From an optimization exercise on the open Yosys and OpenROAD flow, aimed at small area, a short achievable clock period and few clock cycles per item; shortcuts taken in it are not production practice. RTL that was checked went through simulation tests only; none was proved equivalent to the original. Power figures rest on the tool's default switching activity, not on a simulated workload.

## harbor
Design sobel_top, start of the top module:
module sobel_top #(
    parameter int IMG_WIDTH  = 160,
    parameter int IMG_HEIGHT = 120,
    parameter int ADDR_W     = 15
) (
    input  logic                 clk,
    input  logic                 rst_n,
    input  logic                 psel,
    input  logic                 penable,
    input  logic                 pwrite,
    input  sobel_pkg::apb_addr_t paddr,
    input  sobel_pkg::apb_data_t pwdata,
    output sobel_pkg::apb_data_t prdata,
    output logic                 pready,
    output logic                 pslverr,
    output logic                 src_rd_en,
    output logic [ADDR_W-1:0]    src_addr,
    input  sobel_pkg::rgb_t      src_data,
    output logic                 edge_we,
    output logic [ADDR_W-1:0]    edge_addr,
    output logic                 edge_bit
);
    localparam int L      = 12;
    localparam int K      = L - 2;
    localparam int NSTRIP = (IMG_HEIGHT - 2 + K - 1) / K;
    localparam int J_LAST = (IMG_HEIGHT - 1) - (NSTRIP - 1) * K;
    localparam int CH     = 2 * L + 3;
    localparam logic [ADDR_W-1:0] STEP_ROW   = ADDR_W'(IMG_WIDTH);
    localparam logic [ADDR_W-1:0] STEP_COL   = ADDR_W'(1 - (L - 1) * IMG_WIDTH);
    localparam logic [ADDR_W-1:0] STEP_STRIP = ADDR_W'(-IMG_WIDTH - (IMG_WIDTH - 1));
    localparam logic [ADDR_W-1:0] EDGE_INIT  = ADDR_W'(-3 * IMG_WIDTH + (IMG_WIDTH - 1) - IMG_WIDTH - 1);
    logic [12:0] thresh;
    logic [3:0]  margin;
    logic        busy;
    logic        done;
    logic [14:0] last_count;
    logic [14:0] cnt;
    logic [14:0] cnt_next;
    logic [14:0] rd_q;
    logic        err_q;
    logic        wr_th_q, wr_mg_q, wr_ct_q;
    logic        a_ct, a_th, a_mg, a_st, a_cn;
    assign a_ct = (paddr == 8'h00);
    assign a_th = (paddr == 8'h04);
    assign a_mg = (paddr == 8'h08);
    assign a_st = (paddr == 8'h0C);
    assign a_cn = (paddr == 8'h10);
    logic        a_ok;
    logic [14:0] rd_sel;
    assign a_ok = (paddr[7:5] == 3'd0) && (paddr[1:0] == 2'd0);
  ...
export LEC_CHECK = 0
export CAP_MARGIN = 20
export CORE_MARGIN = 2
export CORE_UTILIZATION = 40
export CTS_CLUSTER_DIAMETER = 80
export CTS_CLUSTER_SIZE = 24
export SETUP_SLACK_MARGIN = 3.1
export SLEW_MARGIN = 20
create_clock -name core_clock -period 5.5 [get_ports {clk}]
standard.sh (not shown) runs the stock make flow with config.mk's settings and CLKGATE_MAP_FILE= SYNTH_SCRIPT=/design/flow/synth_recipe.tcl, a recipe that flattens the netlist after the stock synthesis.
==> flow/flow/run.sh <==
#!/bin/bash
# The standard flow, with these changes to how the layout is made:
#  - Yosys's adder-cell mapping is off (adders are left as plain gates for ABC),
#  - ABC uses its area script, with a delay target for its mapper,
#  - the port buffers are buf_2 cells instead of the slow delay-buffer cell that
#    buffer_ports picks by default.
set -euo pipefail
ARGS=(ADDER_MAP_FILE= ABC_AREA=1 "BUFFER_PORTS_ARGS=-buffer_cell sky130_fd_sc_hd__buf_2")
# Synthesis reads the ORFS scripts from a copy whose ABC area script maps with -D 1700
cp -r "$FLOW_HOME/scripts" synth_scripts
sed -i 's/^map -B 0.9$/map -B 0.9 -D 1700/' synth_scripts/abc_area.script
cat synth_scripts/abc_area.script > abc_script_used.log
bash standard.sh "${ARGS[@]}" SCRIPTS_DIR="$PWD/synth_scripts" synth > flow_synth.log 2>&1
bash standard.sh "${ARGS[@]}" finish > flow_standard.log 2>&1
Testbench counts of harbor, summed over its fixed seeds: cycles 368,928, frames 16.
#### Input delta (ember over harbor)
==> flow/flow/run.sh <==
#!/bin/bash
# The standard flow, with three changes to how the layout is made:
#  - Yosys's adder-cell mapping is off (adders are left as plain gates for ABC),
#  - ABC uses its area script,
#  - the port buffers are buf_2 cells instead of the slow delay-buffer cell that
#    buffer_ports picks by default.
set -euo pipefail
bash standard.sh ADDER_MAP_FILE= ABC_AREA=1 "BUFFER_PORTS_ARGS=-buffer_cell sky130_fd_sc_hd__buf_2" finish > flow_standard.log 2>&1
--- a/flow/config.mk
+++ b/flow/config.mk
@@ -9,5 +9,6 @@
 export CORE_MARGIN = 2
-export CORE_UTILIZATION = 40
+export CORE_UTILIZATION = 65
 export CTS_CLUSTER_DIAMETER = 80
 export CTS_CLUSTER_SIZE = 24
+export PLACE_DENSITY = 0.75
 export SETUP_SLACK_MARGIN = 3.1
[summary]
Compared with harbor, in ember post-CTS setup buffer count went down 1, total non-filler cell area in the finished layout went down about 1.3%. Per the comparison of ember with harbor, fmax now sits higher; slack of the critical path now sits higher. Against harbor, ember comes in 1 lower on clock buffer count from CTS. For total power consumption of the routed design, ember and harbor come out practically identical. Against harbor, ember reports a count of buffers not belonging to the clock network in the layout that is higher. Going from harbor to ember, multi-input gate area in the final layout shows an increase of about 1.2%; met3 layer wire length in the routed design shows no meaningful change. Relative to harbor, the sum of net half-perimeters after detailed placement of ember is lower by about 1.1%. When ember is measured against harbor, its total number of vias turns out about 2.1% higher.
For raven, these inputs were changed with respect to ember:
--- a/flow/config.mk
+++ b/flow/config.mk
@@ -9,7 +9,6 @@
 export CORE_MARGIN = 2
-export CORE_UTILIZATION = 65
+export CORE_UTILIZATION = 40
 export CTS_CLUSTER_DIAMETER = 80
 export CTS_CLUSTER_SIZE = 24
-export PLACE_DENSITY = 0.75
-export SETUP_SLACK_MARGIN = 3.1
+export SETUP_SLACK_MARGIN = 3.25
 export SLEW_MARGIN = 20
Results
Cell count delta for raven relative to ember: about 9% higher
As of raven, largest voltage drop on the vdd net had fallen by more than a quarter compared to ember.
Summary — register share of the cell area, raven relative to ember: lower, by 2.1 points.
Across both runs, post-CTS setup repair buffer count was higher for raven than for ember.
Of raven and ember, ember shows the higher share of the clock period used by the worst path, with raven below it.
Power: raven draws more than ember
First-iteration DRC count on raven is behind ember.
Compared with ember, raven shows final cell area excluding filler cells that has gone up by a few percent.
Sort raven and ember by highest cell delay on the worst timing path desc -> top: raven
On routed wire length, the lower figure sits with ember, not raven.
Setup changes, raven to willow
--- a/flow/config.mk
+++ b/flow/config.mk
@@ -12,3 +12,3 @@
 export CTS_CLUSTER_SIZE = 24
-export SETUP_SLACK_MARGIN = 3.25
+export SETUP_SLACK_MARGIN = 3.1
 export SLEW_MARGIN = 20
Results
Going from raven to willow, peak clock frequency supported by timing shows a reduction of 1.6%; sequential share of layout area shows an increase of 1.6 points; die area shows no meaningful change; post-synthesis to final-layout area growth shows a reduction of 5.0 points; inserted tap cell count shows no meaningful change. Looking at area of combinational cells with multiple inputs, willow sits about 6% lower than raven does. What raven reported for buffer count excluding the clock tree in the final layout has to be multiplied by 0.80 to get the figure for willow. End point of the critical path = src_addr[5]: raven; end point of the critical path = edge_addr[5]: willow.
Relative to willow, the following input files were edited for xenon:
==> flow/flow/run.sh <==
#!/bin/bash
# The standard flow, with these changes to how the layout is made:
#  - Yosys's adder-cell mapping is off (adders are left as plain gates for ABC),
#  - ABC uses its area script, with a delay target for its mapper,
#  - the port buffers are buf_2 cells instead of the slow delay-buffer cell that
#    buffer_ports picks by default.
set -euo pipefail
ARGS=(ADDER_MAP_FILE= ABC_AREA=1 "BUFFER_PORTS_ARGS=-buffer_cell sky130_fd_sc_hd__buf_2")
# Synthesis reads the ORFS scripts from a copy whose ABC area script maps with -D 2100
cp -r "$FLOW_HOME/scripts" synth_scripts
sed -i 's/^map -B 0.9$/map -B 0.9 -D 2100/' synth_scripts/abc_area.script
cat synth_scripts/abc_area.script > abc_script_used.log
bash standard.sh "${ARGS[@]}" SCRIPTS_DIR="$PWD/synth_scripts" synth > flow_synth.log 2>&1
bash standard.sh "${ARGS[@]}" finish > flow_standard.log 2>&1
--- outcome ---
- Iteration count of the initial detailed-routing pass came out exactly the same in xenon and willow.
- Between willow and xenon, the total number of tap cells figures differ only marginally.
- From xenon to willow, shortest clock period the worst path allows after layout did not move at all.
- From willow to xenon the numbers moved as follows: worst IR drop on VDD barely changed, global-route usage closely matched the old numbers, number of resized instances in the post-cts repair step neither gained nor lost much, clock power held.
- Between xenon and willow, the height of the chip does not differ in any meaningful way.

* * *

## old
Another version of the RTL of sobel_top (not shown whole).
Size in the first run: about 1,700 cells after synthesis, ~120 I/O pins, about 0.012 mm^2 of cells after synthesis.
export LEC_CHECK = 0
export CAP_MARGIN = 20
export CORE_MARGIN = 2
export CORE_UTILIZATION = 40
export SETUP_SLACK_MARGIN = 3.1
export SLEW_MARGIN = 20
create_clock -name core_clock -period 5.5 [get_ports {clk}]
==> flow/flow/run.sh <==
#!/bin/bash
# The standard flow, with three changes to how the layout is made:
#  - Yosys's adder-cell mapping is off (adders are left as plain gates for ABC),
#  - ABC uses its area script,
#  - the port buffers are buf_2 cells instead of the slow delay-buffer cell that
#    buffer_ports picks by default.
set -euo pipefail
bash standard.sh ADDER_MAP_FILE= ABC_AREA=1 "BUFFER_PORTS_ARGS=-buffer_cell sky130_fd_sc_hd__buf_2" finish > flow_standard.log 2>&1
old finished end to end and its layout was clean on timing, DRC and antenna.
Testbench counts of old, summed over its fixed seeds: cycles 368,928, frames 16.
Input-level comparison between new and old:
--- a/flow/config.mk
+++ b/flow/config.mk
@@ -10,0 +11,2 @@
+export CTS_CLUSTER_DIAMETER = 80
+export CTS_CLUSTER_SIZE = 24
==> notes.md <==
Diff old -> new: worst hold slack neither gained nor lost much; wire length of the first global-routing pass lost about 1.7%; final worst slack picked up an extra 0.035 ns.
Every stage of the flow completed for new, and the final layout passed the timing, DRC and antenna checks.

* * *

## onyx
Another version of the RTL of sobel_top (not shown whole).
Size in the first run: about 120 I/O pins, about 13000 um2 of cells after synthesis.
clock: 5.5 ns
lec_check: 0
cap_margin: 20
core_margin: 2
core_utilization: 40
setup_slack_margin: 3.35
slew_margin: 20
Scripts as last shown in full above: flow/flow/run.sh
diff inputs: onyx => amber
Settings: SETUP_SLACK_MARGIN: 3.35 -> 3.1; CTS_CLUSTER_SIZE: unset -> 16; CTS_BUF_LIST: unset -> sky130_fd_sc_hd__clkbuf_4 sky130_fd_sc_hd__clkbuf_8.
Results
amber: done, clean on timing, DRC and antenna. For routing usage on met2, amber and onyx come out practically identical. Lower setup slack was reported by onyx, not amber. On maximum clock rate: between amber and onyx, it ends up higher for amber. Compare amber and onyx | final clock period utilization by the worst path higher: onyx. Highest net fanout along the worst path: amber vs onyx up 1. Looking at cell area across both flows, amber is the stronger of the two, with onyx trailing. amber reports a lower portion of the layout cell area used by non-clock buffers than onyx does.
[inputs] pepper vs amber
Settings: removing CTS_CLUSTER_SIZE (formerly 16); removing CTS_BUF_LIST (formerly sky130_fd_sc_hd__clkbuf_4 sky130_fd_sc_hd__clkbuf_8).
==> flow/flow/run.sh <==
#!/bin/bash
# The standard flow, with these changes to how the layout is made:
#  - Yosys's adder-cell mapping is off (adders are left as plain gates for ABC),
#  - ABC uses its area script, with ABC's area-oriented mapper (amap) in place of map,
#  - the port buffers are buf_2 cells instead of the slow delay-buffer cell that
#    buffer_ports picks by default.
set -euo pipefail
ARGS=(ADDER_MAP_FILE= ABC_AREA=1 "BUFFER_PORTS_ARGS=-buffer_cell sky130_fd_sc_hd__buf_2")
# Synthesis reads the ORFS scripts from a copy whose ABC area script uses amap
cp -r "$FLOW_HOME/scripts" synth_scripts
sed -i 's/^map -B 0.9$/amap/' synth_scripts/abc_area.script
cat synth_scripts/abc_area.script > abc_script_used.log
bash standard.sh "${ARGS[@]}" SCRIPTS_DIR="$PWD/synth_scripts" synth > flow_synth.log 2>&1
bash standard.sh "${ARGS[@]}" finish > flow_standard.log 2>&1
--- outcome ---
- The final layout from pepper, which completed every stage, passed the timing, DRC and antenna checks at the end of the flow.
- [compare] base=amber new=pepper: final setup violation count about even; routed wire length now sits higher; met3 demand-to-capacity share in global routing fell by 0.62 points; cell depth of the worst setup path went up by 14.
- In pepper the post-CTS resize count turned out 158 higher than in amber.
- On initial cell density of the core, pepper and amber are basically level.
- Placement-stage cell area ends up lower on pepper.
What umber does differently from pepper at the input level:
Settings: SETUP_SLACK_MARGIN now 3.2, was 3.1.
==> flow/flow/run.sh <==
#!/bin/bash
# The standard flow, with three changes to how the layout is made:
#  - Yosys's adder-cell mapping is off (adders are left as plain gates for ABC),
#  - ABC uses its area script,
#  - the port buffers are buf_2 cells instead of the slow delay-buffer cell that
#    buffer_ports picks by default.
set -euo pipefail
bash standard.sh ADDER_MAP_FILE= ABC_AREA=1 "BUFFER_PORTS_ARGS=-buffer_cell sky130_fd_sc_hd__buf_2" finish > flow_standard.log 2>&1
### Flow results
umber vs. pepper: area overhead of the layout relative to synthesis went down by 13 points.
Diff pepper -> umber: post-cts repair resize count moved down; post-place setup slack moved up; clock period minus worst slack moved down; wire length moved down.
Of the two values seen for most frequent standard cell in the layout excluding fill and tap cells, sky130_fd_sc_hd__nor2_1 was produced by pepper and sky130_fd_sc_hd__nand2_1 by umber.
Taking pepper as the reference, in umber multi-input combinational area share picked up an extra 3.2 points; register fraction of the total cell area decreased by 0.87 points relative to the old numbers; synthesized cell count increased by 26% relative to the old numbers.
Of the two values seen for worst setup path category, reg2reg was produced by pepper and reg2out by umber.
NOTE: share of power burned in the clock network in umber exceeds that of pepper
Changes in zinc relative to umber:
Settings: SETUP_SLACK_MARGIN: 3.2 -> unset.
- For the maximum VDD drop, zinc came in about 10% lower than umber did.
- The lower share of the clock period used by the worst path after layout came out of umber.
- Re worst-case register-to-register setup slack: zinc is 0.27 ns down on umber.
- Sequential cell area share was lower in umber than in zinc.
No functional check of the RTL was part of any run of this note.

* * *

## Q
Another version of the RTL of sobel_top (not shown whole).
Size: ~1900 cells after synthesis, ~270 flip-flops, roughly 120 I/O pins, about 13000 sq um of cells after synthesis.
==> flow/design.v (excerpt) <==
module sobel_top #(
    parameter int IMG_WIDTH  = 160,
    parameter int IMG_HEIGHT = 120,
    parameter int ADDR_W     = 15
) (
    input  logic                 clk,
    input  logic                 rst_n,
    input  logic                 psel,
    input  logic                 penable,
    input  logic                 pwrite,
    input  sobel_pkg::apb_addr_t paddr,
    input  sobel_pkg::apb_data_t pwdata,
    output sobel_pkg::apb_data_t prdata,
    output logic                 pready,
    output logic                 pslverr,
    output logic                 src_rd_en,
    output logic [ADDR_W-1:0]    src_addr,
    input  sobel_pkg::rgb_t      src_data,
    output logic                 edge_we,
    output logic [ADDR_W-1:0]    edge_addr,
    output logic                 edge_bit
);
export LEC_CHECK = 0
export CAP_MARGIN = 20
export CORE_MARGIN = 2
export CORE_UTILIZATION = 40
export SLEW_MARGIN = 20
create_clock -name core_clock -period 5.5 [get_ports {clk}]
==> flow/flow/run.sh <==
#!/bin/bash
# The standard flow, with three changes to how the layout is made:
#  - Yosys's adder-cell mapping is off (adders are left as plain gates for ABC),
#  - ABC uses its area script,
#  - the port buffers are buf_2 cells instead of the slow delay-buffer cell that
#    buffer_ports picks by default.
set -euo pipefail
bash standard.sh ADDER_MAP_FILE= ABC_AREA=1 "BUFFER_PORTS_ARGS=-buffer_cell sky130_fd_sc_hd__buf_2" finish > flow_standard.log 2>&1
Q | stages: all done | timing, DRC, antenna: all pass
Testbench counts of Q, summed over its fixed seeds: cycles 368,928, frames 16.
What P does differently from Q at the input level:
Settings: SETUP_SLACK_MARGIN newly set to 3.1.
--- outcome ---
Q → P: met2 wire length went up by 1.4%, number of vias after detailed routing now sits lower.
Between P and Q, the final non-filler cell total does not differ in any meaningful way.
Fraction of area in registers essentially unchanged between P and Q.
From Q to P the numbers moved as follows: wire length saw little to no change; overall power of the completed layout saw a decrease; fmax saw an increase.
The run with more setup slack is P; Q has less.
Compared with Q, in P global-route usage shows no meaningful change, register-to-register slack rose by 360 ps, wire length of the first global-routing pass barely changed.
The kind of critical path comes out flip-flop to output port in one run and flip-flop to flip-flop in the other, namely in P and Q respectively.

## port drivers added, routing unchanged
The results above use ideal ports. As a check the final layouts listed here were re-extracted and re-timed, cells and wires unchanged.
Step 1 (the two cells are an assumption about what drives the block):
set clk [get_ports {clk}]
set_driving_cell -lib_cell sky130_fd_sc_hd__clkbuf_16 $clk
set_driving_cell -lib_cell sky130_fd_sc_hd__buf_2 [delete_from_list [all_inputs] $clk]
Step 2, shift: input delay + t, output delay - t, t = (earliest + latest rising clock arrival at the registers) / 2. This alone moves slack from input paths to output paths.
a / b / c = ideal / step 1 / step 2; a / b = the first two.
run	shift t [ns]	setup slack, ns	hold slack, ns	latest minus earliest clock arrival (ns)	worst register clock-pin slew, ns
harbor	0.543	3.269 / 3.219 / 2.878	0.318 / 0.318 / 0.318	0.032 / 0.032	0.10 / 0.10
ember	0.532	3.278 / 3.235 / 2.856	0.320 / 0.320 / 0.320	0.022 / 0.023	0.10 / 0.10
raven	0.549	3.304 / 3.254 / 2.941	0.317 / 0.317 / 0.317	0.027 / 0.027	0.10 / 0.10
willow	0.543	3.269 / 3.219 / 2.878	0.318 / 0.318 / 0.318	0.032 / 0.032	0.10 / 0.10
xenon	0.543	3.269 / 3.219 / 2.878	0.318 / 0.318 / 0.318	0.032 / 0.032	0.10 / 0.10
old	0.594	3.137 / 3.089 / 2.875	0.319 / 0.319 / 0.319	0.014 / 0.014	0.06 / 0.06
new	0.546	3.172 / 3.124 / 2.884	0.319 / 0.319 / 0.319	0.018 / 0.018	0.10 / 0.10
onyx	0.599	3.170 / 3.118 / 2.946	0.321 / 0.321 / 0.321	0.010 / 0.010	0.06 / 0.06
amber	0.615	3.240 / 3.193 / 2.765	0.311 / 0.311 / 0.311	0.035 / 0.035	0.07 / 0.07
pepper	0.597	2.706 / 2.706 / 2.614	0.323 / 0.323 / 0.323	0.013 / 0.014	0.06 / 0.06
umber	0.593	3.175 / 3.123 / 2.850	0.320 / 0.320 / 0.320	0.015 / 0.015	0.06 / 0.06
zinc	0.593	3.050 / 3.050 / 2.782	0.320 / 0.320 / 0.320	0.015 / 0.016	0.06 / 0.06
Q	0.591	2.969 / 2.969 / 2.526	0.324 / 0.324 / 0.324	0.017 / 0.017	0.07 / 0.07
P	0.598	3.172 / 3.121 / 2.681	0.320 / 0.320 / 0.320	0.009 / 0.010	0.07 / 0.07
After both steps every run listed still meets setup and hold. For P, which loses most, drivers alone change the setup slack by -0.051 ns; drivers and shift together by -0.491 ns.
